This design comes from an exercise in tuning for a short achievable clock period and few clock cycles on the open sky130 flow, not from production work.
Only simulation tests tie the RTL to the original design; equivalence was not proved.

**design/flow/design.v**
```verilog
package tbli_pkg;
  localparam int unsigned POINTS    = 12;
  localparam int unsigned CNT_W     = (POINTS > 1) ? $clog2(POINTS) : 1;
  localparam int unsigned DATA_W    = 16;
  localparam int unsigned IDX_W     = 4;
  localparam int unsigned DIFF_W    = DATA_W + 1;
  localparam int unsigned PROD_W    = 2 * DIFF_W;
  localparam int unsigned MAG_W     = 2 * DATA_W;
  localparam int unsigned SUM_W     = MAG_W + 2;
  localparam int unsigned DIV_CNT_W = $clog2(MAG_W);
  typedef enum logic {
    FUNC_WRITE = 1'b0,
    FUNC_QUERY = 1'b1
  } func_e;
  typedef enum logic [1:0] {
    ST_EXACT  = 2'd0,
    ST_INTERP = 2'd1,
    ST_RANGE  = 2'd2,
    ST_BADSEG = 2'd3
  } status_e;
  typedef struct packed {
    logic signed [DATA_W-1:0] x;
    logic signed [DATA_W-1:0] y;
  } point_t;
endpackage
module tbli_cell (
  input  logic            clk_i,
  input  logic            ld_i,
  input  logic            shift_i,
  input  tbli_pkg::point_t ld_pt_i,
  input  tbli_pkg::point_t prev_pt_i,
  output tbli_pkg::point_t pt_o
);
  typedef tbli_pkg::point_t point_t;
  point_t pt_q;
  always_ff @(posedge clk_i) begin
    if (ld_i) begin
      pt_q <= ld_pt_i;
    end else if (shift_i) begin
      pt_q <= prev_pt_i;
    end
  end
  assign pt_o = pt_q;
endmodule
module tbli_div (
  input  logic                        clk_i,
  input  logic                        rst_ni,
  input  logic                        start_i,
  input  logic [tbli_pkg::MAG_W-1:0]  dividend_i,
  input  logic [tbli_pkg::DATA_W-1:0] divisor_i,
  output logic                        busy_o,
  output logic                        done_o,
  output logic [tbli_pkg::MAG_W-1:0]  quot_o
);
  localparam int unsigned DATA_W = tbli_pkg::DATA_W;
  localparam int unsigned MAG_W = tbli_pkg::MAG_W;
  localparam int unsigned DIV_CNT_W = tbli_pkg::DIV_CNT_W;
  logic                 active_q;
  logic                 done_q;
  logic [DIV_CNT_W-1:0] cnt_q;
  logic [DATA_W:0]      rem_q;
  logic [MAG_W-1:0]     quot_q;
  logic [DATA_W-1:0]    dvs_q;
  logic [DATA_W:0]      rem_sh;
  logic                 ge;
  assign rem_sh = {rem_q[DATA_W-1:0], quot_q[MAG_W-1]};
  assign ge     = rem_sh >= {1'b0, dvs_q};
  always_ff @(posedge clk_i or negedge rst_ni) begin
    if (!rst_ni) begin
      active_q <= 1'b0;
      done_q   <= 1'b0;
      cnt_q    <= '0;
    end else begin
      done_q <= 1'b0;
      if (start_i) begin
        active_q <= 1'b1;
        cnt_q    <= '0;
      end else if (active_q) begin
        cnt_q <= cnt_q + 1'b1;
        if (cnt_q == DIV_CNT_W'(MAG_W - 1)) begin
          active_q <= 1'b0;
          done_q   <= 1'b1;
        end
      end
    end
  end
  always_ff @(posedge clk_i) begin
    if (start_i) begin
      rem_q  <= '0;
      quot_q <= dividend_i;
      dvs_q  <= divisor_i;
    end else if (active_q) begin
      quot_q <= {quot_q[MAG_W-2:0], ge};
      rem_q  <= ge ? (rem_sh - {1'b0, dvs_q}) : rem_sh;
    end
  end
  assign busy_o = active_q;
  assign done_o = done_q;
  assign quot_o = quot_q;
endmodule
module table_linear_interpolator_core (
  input  logic                                clk_i,
  input  logic                                rst_ni,
  input  logic                                start,
  output logic                                busy,
  input  logic                                func_i,
  input  logic [tbli_pkg::IDX_W-1:0]          point_index_i,
  input  logic signed [tbli_pkg::DATA_W-1:0]  point_x_i,
  input  logic signed [tbli_pkg::DATA_W-1:0]  point_y_i,
  input  logic signed [tbli_pkg::DATA_W-1:0]  query_x_i,
  output logic                                done_o,
  output logic signed [tbli_pkg::DATA_W-1:0]  result_y_o,
  output logic [1:0]                          status_o
);
  localparam int unsigned POINTS = tbli_pkg::POINTS;
  localparam int unsigned CNT_W = tbli_pkg::CNT_W;
  localparam int unsigned DATA_W = tbli_pkg::DATA_W;
  localparam int unsigned IDX_W = tbli_pkg::IDX_W;
  localparam int unsigned DIFF_W = tbli_pkg::DIFF_W;
  localparam int unsigned PROD_W = tbli_pkg::PROD_W;
  localparam int unsigned MAG_W = tbli_pkg::MAG_W;
  localparam int unsigned SUM_W = tbli_pkg::SUM_W;
  localparam int unsigned DIV_CNT_W = tbli_pkg::DIV_CNT_W;
  typedef tbli_pkg::point_t point_t;
  typedef tbli_pkg::status_e status_e;
  typedef enum logic [2:0] {
    S_IDLE,
    S_SCAN,
    S_EVAL,
    S_MUL,
    S_DIV
  } state_e;
  state_e      state_q;
  logic [CNT_W-1:0] cnt_q;
  logic        hit_q;
  logic        exact_q;
  logic        done_q;
  logic signed [DATA_W-1:0] res_q;
  status_e     stat_q;
  logic signed [DATA_W-1:0] q_q;
  logic signed [DATA_W-1:0] x0_q;
  logic signed [DATA_W-1:0] y0_q;
  logic signed [DATA_W-1:0] x1_q;
  logic signed [DATA_W-1:0] y1_q;
  logic signed [PROD_W-1:0] prod_q;
  logic        acc;
  logic        wr_acc;
  logic        scan_shift;
  logic [POINTS-1:0] cell_ld;
  point_t      wr_pt;
  logic [2*DATA_W-1:0] cell_pt [POINTS];
  point_t      head0_pt;
  point_t      head1_pt;
  logic        exact_now;
  logic        seg_now;
  logic        take;
  logic signed [DIFF_W-1:0] dx;
  logic signed [DIFF_W-1:0] dy;
  logic signed [DIFF_W-1:0] dqx;
  logic signed [PROD_W-1:0] prod_d;
  logic        div_start;
  logic        div_busy;
  logic        div_done;
  logic [MAG_W-1:0]  div_quot;
  logic [MAG_W-1:0]  prod_mag;
  logic [DATA_W-1:0] dx_mag;
  logic        quot_neg;
  logic signed [SUM_W-1:0] quot_s;
  logic signed [SUM_W-1:0] sum;
  logic signed [DATA_W-1:0] sat;
  assign busy   = (state_q != S_IDLE);
  assign acc    = start && !busy;
  assign wr_acc = acc && (func_i == tbli_pkg::FUNC_WRITE);
  assign wr_pt.x = point_x_i;
  assign wr_pt.y = point_y_i;
  assign scan_shift = (state_q == S_SCAN);
  for (genvar k = 0; k < POINTS; k++) begin : g_cell
    assign cell_ld[k] = wr_acc && (int'(point_index_i) == k);
    tbli_cell u_cell (
      .clk_i     (clk_i),
      .ld_i      (cell_ld[k]),
      .shift_i   (scan_shift),
      .ld_pt_i   (wr_pt),
      .prev_pt_i (cell_pt[(k + 1) % POINTS]),
      .pt_o      (cell_pt[k])
    );
  end
  assign head0_pt  = cell_pt[0];
  assign head1_pt  = cell_pt[1];
  assign exact_now = (head0_pt.x == q_q);
  assign seg_now   = !exact_now && (cnt_q != CNT_W'(POINTS - 1)) && (head1_pt.x > q_q);
  assign take      = scan_shift && !hit_q && (exact_now || seg_now);
  assign dx     = DIFF_W'(x1_q) - DIFF_W'(x0_q);
  assign dy     = DIFF_W'(y1_q) - DIFF_W'(y0_q);
  assign dqx    = DIFF_W'(q_q)  - DIFF_W'(x0_q);
  assign prod_d = dy * dqx;
  assign prod_mag = prod_q[PROD_W-1] ? MAG_W'(-prod_q) : prod_q[MAG_W-1:0];
  assign dx_mag   = dx[DIFF_W-1] ? DATA_W'(-dx) : dx[DATA_W-1:0];
  assign quot_neg = prod_q[PROD_W-1] ^ dx[DIFF_W-1];
  assign div_start = (state_q == S_MUL);
  tbli_div u_div (
    .clk_i      (clk_i),
    .rst_ni     (rst_ni),
    .start_i    (div_start),
    .dividend_i (prod_mag),
    .divisor_i  (dx_mag),
    .busy_o     (div_busy),
    .done_o     (div_done),
    .quot_o     (div_quot)
  );
  assign quot_s = quot_neg ? -(SUM_W'(div_quot)) : SUM_W'(div_quot);
  assign sum    = SUM_W'(y0_q) + quot_s;
  always_comb begin
    if (sum > SUM_W'(signed'(32'sd32767))) begin
      sat = DATA_W'(16'h7FFF);
    end else if (sum < SUM_W'(-32'sd32768)) begin
      sat = DATA_W'(16'h8000);
    end else begin
      sat = sum[DATA_W-1:0];
    end
  end
  always_ff @(posedge clk_i or negedge rst_ni) begin
    if (!rst_ni) begin
      state_q <= S_IDLE;
      cnt_q   <= '0;
      hit_q   <= 1'b0;
      exact_q <= 1'b0;
      done_q  <= 1'b0;
      res_q   <= '0;
      stat_q  <= tbli_pkg::ST_EXACT;
    end else begin
      done_q <= 1'b0;
      unique case (state_q)
        S_IDLE: begin
          if (acc && (func_i == tbli_pkg::FUNC_QUERY)) begin
            state_q <= S_SCAN;
            cnt_q   <= '0;
            hit_q   <= 1'b0;
            exact_q <= 1'b0;
          end
        end
        S_SCAN: begin
          if (take) begin
            hit_q   <= 1'b1;
            exact_q <= exact_now;
          end
          cnt_q <= cnt_q + 1'b1;
          if (cnt_q == CNT_W'(POINTS - 1)) begin
            state_q <= S_EVAL;
          end
        end
        S_EVAL: begin
          priority if (!hit_q) begin
            res_q   <= '0;
            stat_q  <= tbli_pkg::ST_RANGE;
            done_q  <= 1'b1;
            state_q <= S_IDLE;
          end else if (exact_q) begin
            res_q   <= y0_q;
            stat_q  <= tbli_pkg::ST_EXACT;
            done_q  <= 1'b1;
            state_q <= S_IDLE;
          end else if (dx == '0) begin
            res_q   <= '0;
            stat_q  <= tbli_pkg::ST_BADSEG;
            done_q  <= 1'b1;
            state_q <= S_IDLE;
          end else begin
            state_q <= S_MUL;
          end
        end
        S_MUL: begin
          state_q <= S_DIV;
        end
        S_DIV: begin
          if (div_done) begin
            res_q   <= sat;
            stat_q  <= tbli_pkg::ST_INTERP;
            done_q  <= 1'b1;
            state_q <= S_IDLE;
          end
        end
        default: begin
          state_q <= S_IDLE;
        end
      endcase
    end
  end
  always_ff @(posedge clk_i) begin
    if (acc && (func_i == tbli_pkg::FUNC_QUERY)) begin
      q_q <= query_x_i;
    end
    if (take) begin
      x0_q <= head0_pt.x;
      y0_q <= head0_pt.y;
      x1_q <= head1_pt.x;
      y1_q <= head1_pt.y;
    end
    if (state_q == S_EVAL) begin
      prod_q <= prod_d;
    end
  end
  assign done_o     = done_q;
  assign result_y_o = res_q;
  assign status_o   = stat_q;
endmodule
```
**design/flow/run.sh**
```bash
#!/bin/bash
# synth_recipe.tcl (not shown) runs the flow's synth.tcl, then flattens the netlist and writes it again
# the make line also repeats each setting of config.mk as NAME=value (left out here)
make -C /OpenROAD-flow-scripts/flow DESIGN_CONFIG=/design/flow/config.mk WORK_HOME=/design/flow/orfs CLKGATE_MAP_FILE= SYNTH_SCRIPT=/design/flow/synth_recipe.tcl finish
```
**design/flow/config.mk**
```make
export PLATFORM = sky130hd
export DESIGN_NAME = table_linear_interpolator_core
export DESIGN_NICKNAME = table_linear_interpolator_core
export VERILOG_FILES = /design/flow/design.v
export SDC_FILE = /design/flow/constraint.sdc
export NUM_CORES = 4
export LEC_CHECK = 0
export CAP_MARGIN = 20
export CORE_MARGIN = 2
export CORE_UTILIZATION = 40
export SLEW_MARGIN = 20
```
**design/flow/constraint.sdc**
```tcl
create_clock -name core_clock -period 10.0 [get_ports {clk_i}]
set_input_delay 2.0000 -clock core_clock [delete_from_list [all_inputs] [get_ports {clk_i}]]
set_output_delay 2.0000 -clock core_clock [all_outputs]
set_load 0.01 [all_outputs]
```
==> notes.md <==
post-synthesis sequential area ratio=0.420; gate count of the mapped netlist=around 3700; Synth-to-Final Area Change=11.5%; top-area cell type share of the netlist area=0.392; Total Nets Final=between 4000 and 5000; drt total wl=108 mm; peak per-stage delay on the critical path=0.69 ns; final worst clock skew=between 0.03 and 0.04 ns; Post-synth ARST share=0.0587; residual overflow from global routing=0; iteration-0 DRC count of the detailed router=~2000; status=timing/DRC/antenna clean; number of ports placed on the die boundary=76; height of the die=around 330 um; depth of the CTS H-tree=3; clock period minus final worst setup slack=between 9 and 10 ns; fillcell total=approximately 9600; cell accounting for the most synthesized area=sky130_fd_sc_hd__edfxtp_1; Yosys warnings=4; fraction of layout instances using a drive strength above 1=0.163; TritonCTS clock tree=yes; routed wirelength normalized by instance count=20.9 um; count of input and output buffers=75; summed negative setup slack over all endpoints=0 ns; most used cell along the critical path=sky130_fd_sc_hd__fa_1; crit path launch type=flip-flop; width of the die=327 um; critical path peak fanout=5; Max-Slew Margin vs Limit=0.322; flops & latches, synth=approximately 600; die area=~110000 um2; master of the slowest instance on the critical path=sky130_fd_sc_hd__fa_2; transition time at the pin with the least slew margin=roughly 1.0 ns; Sequential Area=about 18000 um2; final estimated routing congestion in global placement=0.935; Avg Inst Size Synth=11.4 um2; antenna violations before repair=0; number of enable-type register cells in the synthesized netlist=545; Final Core Density=0.450; total core area=approximately 100000 um2; count of final setup violators=0; num rows=about 120; first-pass GRT wire length=between 150 and 200 mm; Req. time, crit path=about 10 ns; number of max-slew violations in the final report=0; Crit. End Element=flip-flop; vias after detailed routing=between 20000 and 30000; total clock buffers created by CTS=69; net count after synthesis=between 4000 and 5000; clock slew seen by the registers of the worst setup and hold paths=around 0.06 ns; post-detail-place hpwl=between 80 and 90 mm; Longest Clk Path Bufs=3; DRT antenna net count=0; CTS root buffer=sky130_fd_sc_hd__clkbuf_16; arrival time at the worst endpoint=between 9 and 10 ns; summed instance area of the synthesized netlist=between 40000 and 50000 um2; total track usage=0.204; synth unique cells=80; First-pass DRT Iterations=5; area taken by multi-input logic gates=around 22000 um2; unrepaired setup endpoints after global routing=false; initial standard-cell utilization of the core=0.403; Max Cap Viol=0; highest clock rate=around 0.11 GHz; worst min path class=flip-flop to flip-flop; Top FF cell, synth=sky130_fd_sc_hd__edfxtp_1; fraction of the cycle the final worst path needs=0.935; clock sinks=~600; Via density=5.29; Synth area leaders=sky130_fd_sc_hd__edfxtp_1 (39%), sky130_fd_sc_hd__fa_1 (14%), sky130_fd_sc_hd__mux2_2 (10%); critical path class=flip-flop to flip-flop; pin count of the biggest net entering global routing=82; number of global-route vias before repair=~28000; worst skew pair latency=0.62 ns; DRC violations left=0; hold violation count in the final report=0; number of antenna cells inserted=0
## per-layer routing
metal,vias to the layer above,track usage,routed length [um]
li1,12800,-,-
met1,13700,0.285,49700
met2,609,0.338,50700
met3,124,0.0251,4930
met4,0,0.0503,2400
met5,-,0,0
## worst max-delay path: cells and delay by family, from the launching register on
kind	cells	cell delay, ns
and+or+nand+nor	2	0.25
buffers and inverters	4	0.25
DFF	1	0.43
AOI/OAI and AO/OA	18	3.78
adders and majority gates	9	4.33
xor gates and xnor gates	1	0.08
## layout by cell type (no fill, tap or decap), types with 29 or more instances in the layout
cell	count
sky130_fd_sc_hd__dfrtp_1	35
sky130_fd_sc_hd__clkbuf_16	69
sky130_fd_sc_hd__a21o_1	34
sky130_fd_sc_hd__xor2_1	71
sky130_fd_sc_hd__mux2_2	387
sky130_fd_sc_hd__o21ai_0	140
sky130_fd_sc_hd__xnor2_1	117
sky130_fd_sc_hd__nor2b_1	29
sky130_fd_sc_hd__nor2_1	245
sky130_fd_sc_hd__a21oi_1	132
sky130_fd_sc_hd__nand3_1	43
sky130_fd_sc_hd__ha_1	204
sky130_fd_sc_hd__nor3_1	47
sky130_fd_sc_hd__inv_1	434
sky130_fd_sc_hd__nand2_1	287
sky130_fd_sc_hd__edfxtp_1	545
sky130_fd_sc_hd__clkdlybuf4s50_1	74
sky130_fd_sc_hd__fa_1	300
sky130_fd_sc_hd__buf_4	84
sky130_fd_sc_hd__nand2b_1	38
## synth_stat cells (all sizes together) (19+ instances only)
cell type	number
xor2	71
a21oi	133
or3	21
nand3	44
nor2b	29
a21o	35
ha	204
a31oi	23
and2	25
clkbuf	131
o31ai	27
nor2	246
mux2	387
nand4	22
o21a	28
o21ai	146
inv	434
and3	19
nor3	48
edfxtp	545
buf	24
fa	301
nand2b	42
xnor2	122
nand2	288
dfrtp	35
## registers in the layout (all words and copies together) (netlist names), 2 cells and up
| register | cells |
|---|---|
| cnt_q | 4 |
| u_div.cnt_q | 5 |
| prod_q | 33 |
| y0_q | 16 |
| u_div.dvs_q | 16 |
| state_q | 3 |
| q_q | 16 |
| x1_q | 16 |
| u_div.rem_q | 16 |
| x0_q | 16 |
| y1_q | 16 |
| g_cell.u_cell.pt_q | 384 |
| res_q | 16 |
| u_div.quot_q | 32 |
| stat_q | 2 |
## layout make-up
type                            count  share of cell area
Clock buffer                       84              0.0383
Clock inverter                     39             0.00875
Multi-Input combinational cell   2468               0.475
Inverter                          435              0.0350
Sequential cell                   596               0.377
Timing Repair Buffer              158              0.0294
Tap cell                         1380              0.0371
## per-stage QoR
step	cell area, um2	instances	setup slack, ns	hold slack, ns
after floorplan	41800	3654	1.10	0.420
after global placement	44300	5035	0.256	0.429
after detailed placement	44400	5035	0.0780	0.440
after CTS	46500	5158	0.0418	0.462
after global routing	46600	5160	0.0224	0.474
final	46600	5160	0.648	0.457
## worst paths after layout
path,from,endpoint,slack (ns),depth (start not counted)
setup / recovery,y0_q[0],prod_q[33],0.65,34
hold / removal,g_cell[1].u_cell.pt_q[10],y1_q[10],0.46,0
setup reg to reg,y0_q[0],prod_q[33],0.65,34
hold reg to reg,g_cell[1].u_cell.pt_q[10],y1_q[10],0.46,0
max in group asynchronous,rst_ni,u_div.done_q,8.17,1
min in group asynchronous,rst_ni,cnt_q[3],1.41,1
## logic make-up after synthesis
group	synth area share
AOI/OAI and AO/OA	0.0806
xor gates and xnor gates	0.0410
adders and majority gates	0.205
buffers and inverters	0.0532
DFF	0.420
muxes	0.107
and+or+nand+nor	0.0927
## timing repair
item                       in CTS  in global routing
gates resized for setup         0                  7
hold buffers                    0                  0
setup endpoints to repair       0                  6
buffers inserted                0                  2
Testbench counts, summed over its fixed seeds: cycles 56,686.

## what the ideal ports hide
Ports are ideal in the flow. The routed layout listed here was re-timed in OpenROAD.
Step 1: set_driving_cell puts a clkbuf_16 on clk_i and a buf_2 on each other input, an assumption about the parent block.
Step 2, shift: input delay + t, output delay - t, t = (earliest + latest rising clock arrival at the registers) / 2. This alone moves slack from input paths to output paths.
Three values: ideal, step 1, step 2; two values: the first two.
t (ns): 0.674
setup slack, ns: 0.648 / 0.648 / 0.648
slew at the worst register clock pin (ns): 0.06 / 0.06
After both steps setup and hold are still met in this run. The setup slack of this run moves by 0.000 ns with the drivers and by 0.000 ns with both steps.
